Context: an optimization exercise on an open-source flow, tuned for small area. The choices shown serve that exercise and are no tape-out recipe.
Function was checked by simulation only, so behaviour that the tests miss may differ from the original.
No activity file was given, so power comes from the tool's default toggle rates. The flow treats the clock pin as an ideal source, which a real chip does not have.

Setup of JK:
Design ofdm_cfg_alloc_regs, start of the top module:
module ofdm_cfg_alloc_regs #(
  parameter int AW   = 7,
  parameter int LEN0 = 4,
  parameter int LEN1 = 16,
  parameter int LEN2 = 128
) (
  input  logic        CLK_I,
  input  logic        RST_I,
  input  logic [31:0] CFG_DAT_I,
  input  logic [1:0]  CFG_ADR_I,
  input  logic        CFG_WE_I,
  input  logic        CFG_STB_I,
  output logic        CFG_ACK_O,
  output logic [31:0] CFG_DAT_O,
  output logic        CFG_RDY_O,
  output logic [1:0]  STD_O,
  output logic        AL_BIT_O,
  output logic        AL_VLD_O,
  output logic        AL_LAST_O,
  input  logic        AL_RD_I
);
==> flow/config.mk <==
export PLATFORM = sky130hd
export DESIGN_NAME = ofdm_cfg_alloc_regs
export DESIGN_NICKNAME = ofdm_cfg_alloc_regs
export VERILOG_FILES = /design/flow/design.v
export SDC_FILE = /design/flow/constraint.sdc
export NUM_CORES = 4
export LEC_CHECK = 0
export CAP_MARGIN = 20
export CORE_MARGIN = 2
export CORE_UTILIZATION = 70
export SETUP_SLACK_MARGIN = 0.2
export SLEW_MARGIN = 20
==> flow/constraint.sdc <==
create_clock -name core_clock -period 8.0 [get_ports {CLK_I}]
set_input_delay 1.6000 -clock core_clock [delete_from_list [all_inputs] [get_ports {CLK_I}]]
set_output_delay 1.6000 -clock core_clock [all_outputs]
set_load 0.01 [all_outputs]
standard.sh (not shown) runs the stock make flow with config.mk's settings and CLKGATE_MAP_FILE= SYNTH_SCRIPT=/design/flow/synth_recipe.tcl, a recipe that flattens the netlist after the stock synthesis.
==> flow/flow/run.sh <==
#!/bin/bash
set -euo pipefail
bash standard.sh \
  CTS_ARGS="-sink_clustering_enable -repair_clock_nets -dont_use_dummy_load -buf_list sky130_fd_sc_hd__clkbuf_16 -sink_clustering_size 32 -sink_clustering_max_diameter 64" \
  BUFFER_PORTS_ARGS="-buffer_cell sky130_fd_sc_hd__buf_1" \
  finish > standard.log 2>&1
Inputs modified between JK and MS:
--- a/flow/design.v
+++ b/flow/design.v
@@ -211,43 +211,41 @@
     if (!wr_std && ((state_q == RD_FETCH) || (pop && rptr_q[4:0] == 5'd31))) begin
       cur_word_q <= nxt_word_q;
     end
   end
   assign AL_VLD_O  = run;
   assign AL_BIT_O  = run && cur_word_q[rptr_q[4:0]];
   assign AL_LAST_O = run && at_last;
   logic        ovf_q;
+  logic [31:0] rd_mux;
   logic [31:0] dat_q;
   always_ff @(posedge CLK_I or posedge RST_I) begin
     if (RST_I) begin
       ovf_q <= 1'b0;
     end else if (wr_std) begin
       ovf_q <= 1'b0;
     end else if (wr_word && !word_ok) begin
       ovf_q <= 1'b1;
     end
   end
-  logic rd0_q;
-  logic rd2_q;
-  always_ff @(posedge CLK_I or posedge RST_I) begin
-    if (RST_I) begin
-      rd0_q <= 1'b0;
-      rd2_q <= 1'b0;
-    end else begin
-      rd0_q <= CFG_STB_I && !CFG_WE_I && (CFG_ADR_I == 2'd0);
-      rd2_q <= CFG_STB_I && !CFG_WE_I && (CFG_ADR_I == 2'd2);
-    end
-  end
-  always_comb begin
-    dat_q = '0;
-    if (rd0_q) begin
-      dat_q[1:0] = std_q;
-    end
-    if (rd2_q) begin
-      dat_q[0]       = rdy_q;
-      dat_q[1]       = ovf_q;
-      dat_q[3:2]     = std_q;
-      dat_q[8 +: PW] = wptr_q;
+  always_comb begin
+    rd_mux = '0;
+    case (CFG_ADR_I)
+      2'd0: rd_mux[1:0] = std_q;
+      2'd2: begin
+        rd_mux[0]      = rdy_q;
+        rd_mux[1]      = ovf_q;
+        rd_mux[3:2]    = std_q;
+        rd_mux[8 +: PW] = wptr_q;
+      end
+      default: rd_mux = '0;
+    endcase
+  end
+  always_ff @(posedge CLK_I or posedge RST_I) begin
+    if (RST_I) begin
+      dat_q <= '0;
+    end else begin
+      dat_q <= (CFG_STB_I && !CFG_WE_I) ? rd_mux : '0;
     end
   end
   assign CFG_DAT_O = dat_q;
 endmodule
Findings:
- As far as number of cells after detailed placement is concerned, MS and JK perform about the same.
- Looking at standard cell with the maximum stage delay on the critical path, the or4bb_1 result is from JK; the dfxtp_1 one comes from MS.
- MS ended with less register-to-register slack than JK.
- Net switching component of the power (higher): MS
- MS vs JK — path length in cells of the critical path climbed by more than 10%
- JK and MS ended up with nearly the same fraction of the mapped netlist area in adder cells.
- Sort JK and MS by number of antenna violations at the first check in global routing asc -> top: MS
- MS completed end to end with timing, DRC and antenna clean.
- For MS, the worst setup path endpoint was tsel_q[0]$_DFF_P_, unlike JK, where it was tsel_q[3]$_DFF_P_.
- Summary of MS over JK: proportion of power drawn by the clock network went down by 0.2 points; final critical delay including setup and external delays went up by 0.11 ns; wire length went down by 0.92%; proportion of synthesized area in mux cells went down by 0.29 points.
- MS: fraction of met2 tracks used by global routing 1.7 points below JK
- Per the comparison of MS with JK, wire length per cell after detailed routing went down 0.15 um; via count went up 0.31%; synthesized-area fraction occupied by xor and xnor cells held.

========
Setup of main:
Another version of the RTL of ofdm_cfg_alloc_regs (not shown whole).
Size: roughly 6500 cells after synthesis, about 4500 flip-flops, ~100000 sq um of cells after synthesis.
clock: 8.0 ns
lec_check: 0
cap_margin: 20
core_margin: 2
core_utilization: 70
setup_slack_margin: 0.2
slew_margin: 20
==> flow/flow/run.sh <==
#!/bin/bash
set -euo pipefail
bash standard.sh \
  CTS_ARGS="-sink_clustering_enable -repair_clock_nets -dont_use_dummy_load -buf_list sky130_fd_sc_hd__clkbuf_16 -sink_clustering_size 30 -sink_clustering_max_diameter 60" \
  BUFFER_PORTS_ARGS="-buffer_cell sky130_fd_sc_hd__buf_1" \
  finish > standard.log 2>&1
diff inputs: main => the feature branch
--- a/flow/design.v
+++ b/flow/design.v
@@ -117,103 +117,85 @@
       dl_vq <= '0;
     end else begin
       for (int j = 1; j < S; j++) begin
         dl_vq[j] <= dl_v[j-1] && !(ins_tok && dl_sel[j-1]) && !wr_std;
       end
     end
   end
   always_ff @(posedge CLK_I) begin
     for (int j = 1; j < S; j++) begin
       dl_dq[j] <= dl_d[j-1];
     end
-    p0_q <= p0_n;
+    p0_q <= wr0 ? '0 : p0_q + 1'b1;
     wn_q <= wr0 ? '0 : wn_q + AW'(!ins_tok);
     for (int p = 0; p < NW; p++) begin
       if ((p % S) == 0 && ins && ins_pt == (p / S))
         ring_q[p] <= ins_dat;
       else
         ring_q[p] <= ring_q[(p + NW - 1) % NW];
     end
   end
   rd_state_e      state_q, state_n;
-  logic [RW-1:0]  rptr_q, rptr_n;
+  logic [RW-1:0]  rptr_q;
   logic [31:0]    cur_word_q;
   logic [31:0]    nxt_word_q;
-  logic [31:0]    tap_dat;
   logic [AW-1:0]  widx;
+  logic [PW-1:0]  widx_inc;
+  logic [AW-1:0]  next_widx;
+  logic [AW-1:0]  hunt;
+  logic [AW-1:0]  hpos;
   logic [RW:0]    last_idx;
   logic           run;
   logic           pop;
   logic           at_last;
-  logic [AW-1:0]  p0_n;
-  logic [AW-1:0]  widx_n;
-  logic [PW-1:0]  widx_inc_n;
-  logic [AW-1:0]  hunt_n;
-  logic [AW-1:0]  hpos_n;
-  logic [NT-1:0]  tsel_q;      
   assign run       = (state_q == RD_RUN);
   assign widx      = rptr_q[RW-1:5];
+  assign widx_inc  = {1'b0, widx} + 1'b1;
+  assign next_widx = (widx_inc == len_q) ? '0 : widx_inc[AW-1:0];
   assign last_idx  = {len_q, 5'b0} - 1'b1;
   assign at_last   = ({1'b0, rptr_q} == last_idx);
   assign pop       = run && AL_RD_I && !wr_std;
-  always_comb begin
-    rptr_n = rptr_q;
-    if (wr_std || state_q == RD_FETCH) begin
-      rptr_n = '0;
-    end else if (pop) begin
-      rptr_n = at_last ? '0 : rptr_q + 1'b1;
-    end
-  end
-  assign p0_n       = wr0 ? '0 : p0_q + 1'b1;
-  assign widx_n     = rptr_n[RW-1:5];
-  assign widx_inc_n = {1'b0, widx_n} + 1'b1;
-  assign hunt_n     = (state_n != RD_RUN) ? '0 :
-                      (widx_inc_n == len_q) ? '0 : widx_inc_n[AW-1:0];
-  assign hpos_n     = p0_n - hunt_n;
-  always_ff @(posedge CLK_I) begin
-    for (int k = 0; k < NT; k++) begin
-      tsel_q[k] <= (hpos_n[TB-1:0] == '0) && (hpos_n[AW-1:TB] == k);
-    end
-  end
-  always_comb begin
-    tap_dat = '0;
-    for (int k = 0; k < NT; k++) begin
-      if (tsel_q[k]) tap_dat = tap_dat | ring_q[k * (2**TB)];
-    end
-  end
-  always_ff @(posedge CLK_I) begin
-    if (|tsel_q) begin
-      nxt_word_q <= tap_dat;
+  assign hunt      = run ? next_widx : '0;
+  assign hpos      = p0_q - hunt;
+  always_ff @(posedge CLK_I) begin
+    if (hpos[TB-1:0] == '0) begin
+      nxt_word_q <= ring_q[{hpos[AW-1:TB], {TB{1'b0}}}];
     end
   end
   always_ff @(posedge CLK_I or posedge RST_I) begin
     if (RST_I) begin
       state_q <= RD_IDLE;
     end else begin
       state_q <= state_n;
     end
   end
   always_comb begin
     state_n = state_q;
     case (state_q)
       RD_IDLE:  if (rdy_q && (len_q != '0)) state_n = RD_FETCH;
       RD_FETCH: state_n = RD_RUN;
       RD_RUN:   state_n = RD_RUN;
       default:  state_n = RD_IDLE;
     endcase
     if (wr_std) begin
       state_n = RD_IDLE;
     end
   end
   always_ff @(posedge CLK_I) begin
-    rptr_q <= rptr_n;
+    if (wr_std) begin
+      rptr_q <= '0;
+    end else if (state_q == RD_FETCH) begin
+      rptr_q <= '0;
+    end else if (pop) begin
+      rptr_q <= at_last ? '0 : rptr_q + 1'b1;
+    end
   end
   always_ff @(posedge CLK_I) begin
     if (!wr_std && ((state_q == RD_FETCH) || (pop && rptr_q[4:0] == 5'd31))) begin
       cur_word_q <= nxt_word_q;
     end
   end
   assign AL_VLD_O  = run;
   assign AL_BIT_O  = run && cur_word_q[rptr_q[4:0]];
   assign AL_LAST_O = run && at_last;
   logic        ovf_q;
   logic [31:0] rd_mux;
Notes after the runs:
main → the feature branch: global-route usage over all layers now sits lower, final area now sits higher, biggest cell delay along the critical path now sits higher.
In the feature branch the combinational power turned out 82% higher than in main.
Compared with main, in the feature branch combinational power share shows an increase of 3.3 points; overall via count from detail_route has increased; wire length of the first global-routing pass fell by about 4%; critical path depth went down 5; number of cells in the finished layout apart from fillers moved up.
Measured against each other, the feature branch and main differ in mux contribution to synthesized area, the lower figure coming from main.
The feature branch ends up with a number of logic inverters in the finished layout that is 7 lower than in main.
A type of the worst setup path of register to register is what the feature branch shows, while primary input to register belongs to main.

========
The RTL this note starts from:
==> flow/design.v <==
module ofdm_cfg_alloc_regs #(
  parameter int AW   = 7,
  parameter int LEN0 = 4,
  parameter int LEN1 = 16,
  parameter int LEN2 = 128
) (
  input  logic        CLK_I,
  input  logic        RST_I,
  input  logic [31:0] CFG_DAT_I,
  input  logic [1:0]  CFG_ADR_I,
  input  logic        CFG_WE_I,
  input  logic        CFG_STB_I,
  output logic        CFG_ACK_O,
  output logic [31:0] CFG_DAT_O,
  output logic        CFG_RDY_O,
  output logic [1:0]  STD_O,
  output logic        AL_BIT_O,
  output logic        AL_VLD_O,
  output logic        AL_LAST_O,
  input  logic        AL_RD_I
);
  localparam int PW = AW + 1;   
  localparam int RW = AW + 5;   
  localparam int NW = 2**AW;    
  localparam int SB = 3;        
  localparam int S  = 2**SB;
  localparam int TB = 4;        
  localparam int NI = NW / S;   
  localparam int NT = NW / (2**TB);
  typedef enum logic [1:0] {
    RD_IDLE,
    RD_FETCH,
    RD_RUN
  } rd_state_e;
  localparam logic [PW-1:0] LEN0_W = LEN0;
  localparam logic [PW-1:0] LEN1_W = LEN1;
  localparam logic [PW-1:0] LEN2_W = LEN2;
  function automatic logic [PW-1:0] std_len(input logic [1:0] s);
    case (s)
      2'd0:    std_len = LEN0_W;
      2'd1:    std_len = LEN1_W;
      2'd2:    std_len = LEN2_W;
      default: std_len = '0;
    endcase
  endfunction
  logic          ack_q;
  logic [1:0]    std_q, std_n;
  logic [PW-1:0] len_q, len_n;
  logic [PW-1:0] wptr_q, wptr_n;
  logic          rdy_q;
  logic wr_std;
  logic wr_word;
  logic word_ok;
  assign wr_std  = CFG_STB_I && CFG_WE_I && (CFG_ADR_I == 2'd0);
  assign wr_word = CFG_STB_I && CFG_WE_I && (CFG_ADR_I == 2'd1);
  assign len_q   = std_len(std_q);
  assign word_ok = wr_word && (wptr_q < len_q);
  always_comb begin
    std_n  = std_q;
    wptr_n = wptr_q;
    if (wr_std) begin
      std_n  = CFG_DAT_I[1:0];
      wptr_n = '0;
    end else if (word_ok) begin
      wptr_n = wptr_q + 1'b1;
    end
    len_n = std_len(std_n);
  end
  always_ff @(posedge CLK_I or posedge RST_I) begin
    if (RST_I) begin
      ack_q  <= 1'b0;
      std_q  <= 2'd0;
      wptr_q <= '0;
      rdy_q  <= 1'b0;
    end else begin
      ack_q  <= CFG_STB_I;
      std_q  <= std_n;
      wptr_q <= wptr_n;
      rdy_q  <= (wptr_n == len_n);
    end
  end
  assign CFG_ACK_O = ack_q;
  assign CFG_RDY_O = rdy_q;
  assign STD_O     = std_q;
  logic [NW-1:0][31:0] ring_q;
  logic [AW-1:0]       p0_q;     
  logic [AW-1:0]       iw_q;     
  logic                wr0;      
  logic [S-1:1][31:0]  dl_dq;
  logic [S-1:1]        dl_vq;
  logic [S-1:1][SB-1:0] dl_cq;
  logic [S-1:0][31:0]  dl_d;
  logic [S-1:0]        dl_v;
  logic [S-1:0][SB-1:0] dl_c;
  logic [S-1:0]        dl_ins;
  logic [AW-1:0]       w_pos;    
  logic [AW-1:0]       k_pos;
  logic                ins;
  logic [31:0]         ins_dat;
  logic [AW-SB-1:0]    ins_pt;
  assign wr0     = word_ok && (wptr_q == '0);
  assign k_pos   = wptr_q[AW-1:0] - p0_q - 1'b1;
  assign dl_d    = {dl_dq, CFG_DAT_I};
  assign dl_v    = {dl_vq, word_ok && (wptr_q != '0)};
  assign dl_c    = {dl_cq, k_pos[SB-1:0]};
  always_comb begin
    ins_dat = '0;
    for (int j = 0; j < S; j++) begin
      dl_ins[j] = dl_v[j] && (dl_c[j] == '0);
      if (dl_ins[j]) ins_dat = ins_dat | dl_d[j];
    end
    if (wr0) ins_dat = CFG_DAT_I;
  end
  assign ins    = wr0 || (|dl_ins);
  assign w_pos  = p0_q + 1'b1 - iw_q;
  assign ins_pt = wr0 ? '0 : w_pos[AW-1:SB];
  always_ff @(posedge CLK_I or posedge RST_I) begin
    if (RST_I) begin
      dl_vq <= '0;
    end else begin
      for (int j = 1; j < S; j++) begin
        dl_vq[j] <= dl_v[j-1] && (dl_c[j-1] != '0) && !wr_std;
      end
    end
  end
  always_ff @(posedge CLK_I) begin
    for (int j = 1; j < S; j++) begin
      dl_dq[j] <= dl_d[j-1];
      dl_cq[j] <= dl_c[j-1] - 1'b1;
    end
    p0_q <= wr0 ? '0 : p0_q + 1'b1;
    iw_q <= wr0 ? AW'(1) : iw_q + AW'(|dl_ins);
    for (int p = 0; p < NW; p++) begin
      if ((p % S) == 0 && ins && ins_pt == (p / S))
        ring_q[p] <= ins_dat;
      else
        ring_q[p] <= ring_q[(p + NW - 1) % NW];
    end
  end
  rd_state_e      state_q, state_n;
  logic [RW-1:0]  rptr_q;
  logic [31:0]    cur_word_q;
  logic [31:0]    nxt_word_q;
  logic [AW-1:0]  widx;
  logic [PW-1:0]  widx_inc;
  logic [AW-1:0]  next_widx;
  logic [AW-1:0]  hunt;
  logic [AW-1:0]  hpos;
  logic [RW:0]    last_idx;
  logic           run;
  logic           pop;
  logic           at_last;
  assign run       = (state_q == RD_RUN);
  assign widx      = rptr_q[RW-1:5];
  assign widx_inc  = {1'b0, widx} + 1'b1;
  assign next_widx = (widx_inc == len_q) ? '0 : widx_inc[AW-1:0];
  assign last_idx  = {len_q, 5'b0} - 1'b1;
  assign at_last   = ({1'b0, rptr_q} == last_idx);
  assign pop       = run && AL_RD_I && !wr_std;
  assign hunt      = run ? next_widx : '0;
  assign hpos      = p0_q - hunt;
  always_ff @(posedge CLK_I) begin
    if (wr0) begin
      nxt_word_q <= CFG_DAT_I;
    end else if (hpos[TB-1:0] == '0) begin
      nxt_word_q <= ring_q[{hpos[AW-1:TB], {TB{1'b0}}}];
    end
  end
  always_ff @(posedge CLK_I or posedge RST_I) begin
    if (RST_I) begin
      state_q <= RD_IDLE;
    end else begin
      state_q <= state_n;
    end
  end
  always_comb begin
    state_n = state_q;
    case (state_q)
      RD_IDLE:  if (rdy_q && (len_q != '0)) state_n = RD_FETCH;
      RD_FETCH: state_n = RD_RUN;
      RD_RUN:   state_n = RD_RUN;
      default:  state_n = RD_IDLE;
    endcase
    if (wr_std) begin
      state_n = RD_IDLE;
    end
  end
  always_ff @(posedge CLK_I or posedge RST_I) begin
    if (RST_I) begin
      rptr_q <= '0;
    end else if (wr_std) begin
      rptr_q <= '0;
    end else if (state_q == RD_FETCH) begin
      rptr_q <= '0;
    end else if (pop) begin
      rptr_q <= at_last ? '0 : rptr_q + 1'b1;
    end
  end
  always_ff @(posedge CLK_I) begin
    if (!wr_std && ((state_q == RD_FETCH) || (pop && rptr_q[4:0] == 5'd31))) begin
      cur_word_q <= nxt_word_q;
    end
  end
  assign AL_VLD_O  = run;
  assign AL_BIT_O  = run && cur_word_q[rptr_q[4:0]];
  assign AL_LAST_O = run && at_last;
  logic        ovf_q;
  logic [31:0] rd_mux;
  logic [31:0] dat_q;
  always_ff @(posedge CLK_I or posedge RST_I) begin
    if (RST_I) begin
      ovf_q <= 1'b0;
    end else if (wr_std) begin
      ovf_q <= 1'b0;
    end else if (wr_word && !word_ok) begin
      ovf_q <= 1'b1;
    end
  end
  always_comb begin
    rd_mux = '0;
    case (CFG_ADR_I)
      2'd0: rd_mux[1:0] = std_q;
      2'd2: begin
        rd_mux[0]      = rdy_q;
        rd_mux[1]      = ovf_q;
        rd_mux[3:2]    = std_q;
        rd_mux[8 +: PW] = wptr_q;
      end
      default: rd_mux = '0;
    endcase
  end
  always_ff @(posedge CLK_I or posedge RST_I) begin
    if (RST_I) begin
      dat_q <= '0;
    end else begin
      dat_q <= (CFG_STB_I && !CFG_WE_I) ? rd_mux : '0;
    end
  end
  assign CFG_DAT_O = dat_q;
endmodule
clock: 8.0 ns
lec_check: 0
cap_margin: 20
core_margin: 2
core_utilization: 30
cts_buf_list: sky130_fd_sc_hd__clkbuf_4
setup_slack_margin: 0.2
slew_margin: 20
run.sh (not shown) runs the stock make flow with config.mk's settings and CLKGATE_MAP_FILE= SYNTH_SCRIPT=/design/flow/synth_recipe.tcl, a recipe that flattens the netlist after the stock synthesis.
Stock flow here: none of the scripts above is used.
Edit:
--- a/flow/design.v
+++ b/flow/design.v
@@ -81,58 +81,55 @@
   end
   assign CFG_ACK_O = ack_q;
   assign CFG_RDY_O = rdy_q;
   assign STD_O     = std_q;
   logic [NW-1:0][31:0] ring_q;
   logic [AW-1:0]       p0_q;     
-  logic [AW-1:0]       iw_q;     
+  logic [AW-1:0]       wn_q;     
   logic                wr0;      
   logic [S-1:1][31:0]  dl_dq;
   logic [S-1:1]        dl_vq;
-  logic [S-1:1][SB-1:0] dl_cq;
   logic [S-1:0][31:0]  dl_d;
   logic [S-1:0]        dl_v;
-  logic [S-1:0][SB-1:0] dl_c;
-  logic [S-1:0]        dl_ins;
-  logic [AW-1:0]       w_pos;    
-  logic [AW-1:0]       k_pos;
+  logic [S-1:0]        dl_sel;
   logic                ins;
+  logic                ins_tok;
   logic [31:0]         ins_dat;
   logic [AW-SB-1:0]    ins_pt;
   assign wr0     = word_ok && (wptr_q == '0);
-  assign k_pos   = wptr_q[AW-1:0] - p0_q - 1'b1;
   assign dl_d    = {dl_dq, CFG_DAT_I};
   assign dl_v    = {dl_vq, word_ok && (wptr_q != '0)};
-  assign dl_c    = {dl_cq, k_pos[SB-1:0]};
-  always_comb begin
+  always_comb begin
+    logic older;
+    older   = 1'b0;
     ins_dat = '0;
-    for (int j = 0; j < S; j++) begin
-      dl_ins[j] = dl_v[j] && (dl_c[j] == '0);
-      if (dl_ins[j]) ins_dat = ins_dat | dl_d[j];
+    for (int j = S - 1; j >= 0; j--) begin
+      dl_sel[j] = dl_v[j] && !older;
+      older     = older || dl_v[j];
+      if (dl_sel[j]) ins_dat = ins_dat | dl_d[j];
     end
     if (wr0) ins_dat = CFG_DAT_I;
   end
-  assign ins    = wr0 || (|dl_ins);
-  assign w_pos  = p0_q + 1'b1 - iw_q;
-  assign ins_pt = wr0 ? '0 : w_pos[AW-1:SB];
+  assign ins_tok = (|dl_v) && (wn_q[SB-1:0] == '0);
+  assign ins     = wr0 || ins_tok;
+  assign ins_pt  = wr0 ? '0 : wn_q[AW-1:SB];
   always_ff @(posedge CLK_I or posedge RST_I) begin
     if (RST_I) begin
       dl_vq <= '0;
     end else begin
       for (int j = 1; j < S; j++) begin
-        dl_vq[j] <= dl_v[j-1] && (dl_c[j-1] != '0) && !wr_std;
+        dl_vq[j] <= dl_v[j-1] && !(ins_tok && dl_sel[j-1]) && !wr_std;
       end
     end
   end
   always_ff @(posedge CLK_I) begin
     for (int j = 1; j < S; j++) begin
       dl_dq[j] <= dl_d[j-1];
-      dl_cq[j] <= dl_c[j-1] - 1'b1;
     end
     p0_q <= wr0 ? '0 : p0_q + 1'b1;
-    iw_q <= wr0 ? AW'(1) : iw_q + AW'(|dl_ins);
+    wn_q <= wr0 ? '0 : wn_q + AW'(!ins_tok);
     for (int p = 0; p < NW; p++) begin
       if ((p % S) == 0 && ins && ins_pt == (p / S))
         ring_q[p] <= ins_dat;
       else
         ring_q[p] <= ring_q[(p + NW - 1) % NW];
     end
@@ -157,15 +154,13 @@
   assign last_idx  = {len_q, 5'b0} - 1'b1;
   assign at_last   = ({1'b0, rptr_q} == last_idx);
   assign pop       = run && AL_RD_I && !wr_std;
   assign hunt      = run ? next_widx : '0;
   assign hpos      = p0_q - hunt;
   always_ff @(posedge CLK_I) begin
-    if (wr0) begin
-      nxt_word_q <= CFG_DAT_I;
-    end else if (hpos[TB-1:0] == '0) begin
+    if (hpos[TB-1:0] == '0) begin
       nxt_word_q <= ring_q[{hpos[AW-1:TB], {TB{1'b0}}}];
     end
   end
   always_ff @(posedge CLK_I or posedge RST_I) begin
     if (RST_I) begin
       state_q <= RD_IDLE;
@@ -182,16 +177,14 @@
       default:  state_n = RD_IDLE;
     endcase
     if (wr_std) begin
       state_n = RD_IDLE;
     end
   end
-  always_ff @(posedge CLK_I or posedge RST_I) begin
-    if (RST_I) begin
-      rptr_q <= '0;
-    end else if (wr_std) begin
+  always_ff @(posedge CLK_I) begin
+    if (wr_std) begin
       rptr_q <= '0;
     end else if (state_q == RD_FETCH) begin
       rptr_q <= '0;
     end else if (pop) begin
       rptr_q <= at_last ? '0 : rptr_q + 1'b1;
     end
The changed run completed with no timing, DRC or antenna violations.
Setup slack gets better by 0.022 ns.
Power fell by 3.1%.
Final area goes down by 1.0%.
Routed wire length hardly moves.
Utilization came out higher by 0.55 points.
Hold slack improved by 0.023 ns.
Area after synthesis shrinks by 2.4%.
Sequential cell count fell by 21.
Clock skew fell by 0.072 ns.

==> afterwards: timing with drivers on the ports <==
In the flow no input, the clock included, has a driving cell. The finished layouts below were timed again as built, in two steps. Step 1, drivers: a clkbuf_16 drives CLK_I and a buf_2 each remaining input, both assumed. Step 2 moves the port delays by t, midway between the first and last clock arrival at a register: inputs arrive t later, outputs are due t later. That takes back most of the time a late clock gives input paths. Three values: no drivers, after step 1, after step 2; two values: the first two.
| run | t (ns) | setup slack, ns | hold slack, ns | latest minus earliest clock arrival (ns) |
|---|---|---|---|---|
| JK | 0.834 | 2.093 / 2.141 / 1.307 | 0.254 / 0.254 / 0.254 | 0.108 / 0.108 |
| MS | 0.829 | 1.983 / 1.983 / 1.568 | 0.283 / 0.283 / 0.283 | 0.110 / 0.110 |
| main | 0.846 | 1.778 / 1.820 / 0.974 | 0.281 / 0.281 / 0.281 | 0.105 / 0.105 |
| the feature branch | 0.845 | 2.659 / 2.659 / 2.659 | 0.283 / 0.283 / 0.283 | 0.084 / 0.084 |
| the first run of note 3 | 1.392 | 1.931 / 1.931 / 1.931 | 0.239 / 0.239 / 0.239 | 0.168 / 0.168 |
| the second run of note 3 | 1.458 | 1.953 / 1.867 / 2.344 | 0.262 / 0.262 / 0.262 | 0.141 / 0.141 |
After both steps setup and hold are still met in every run listed. The setup slack of main, which loses most, moves by +0.042 ns with the drivers and by -0.804 ns with both steps.
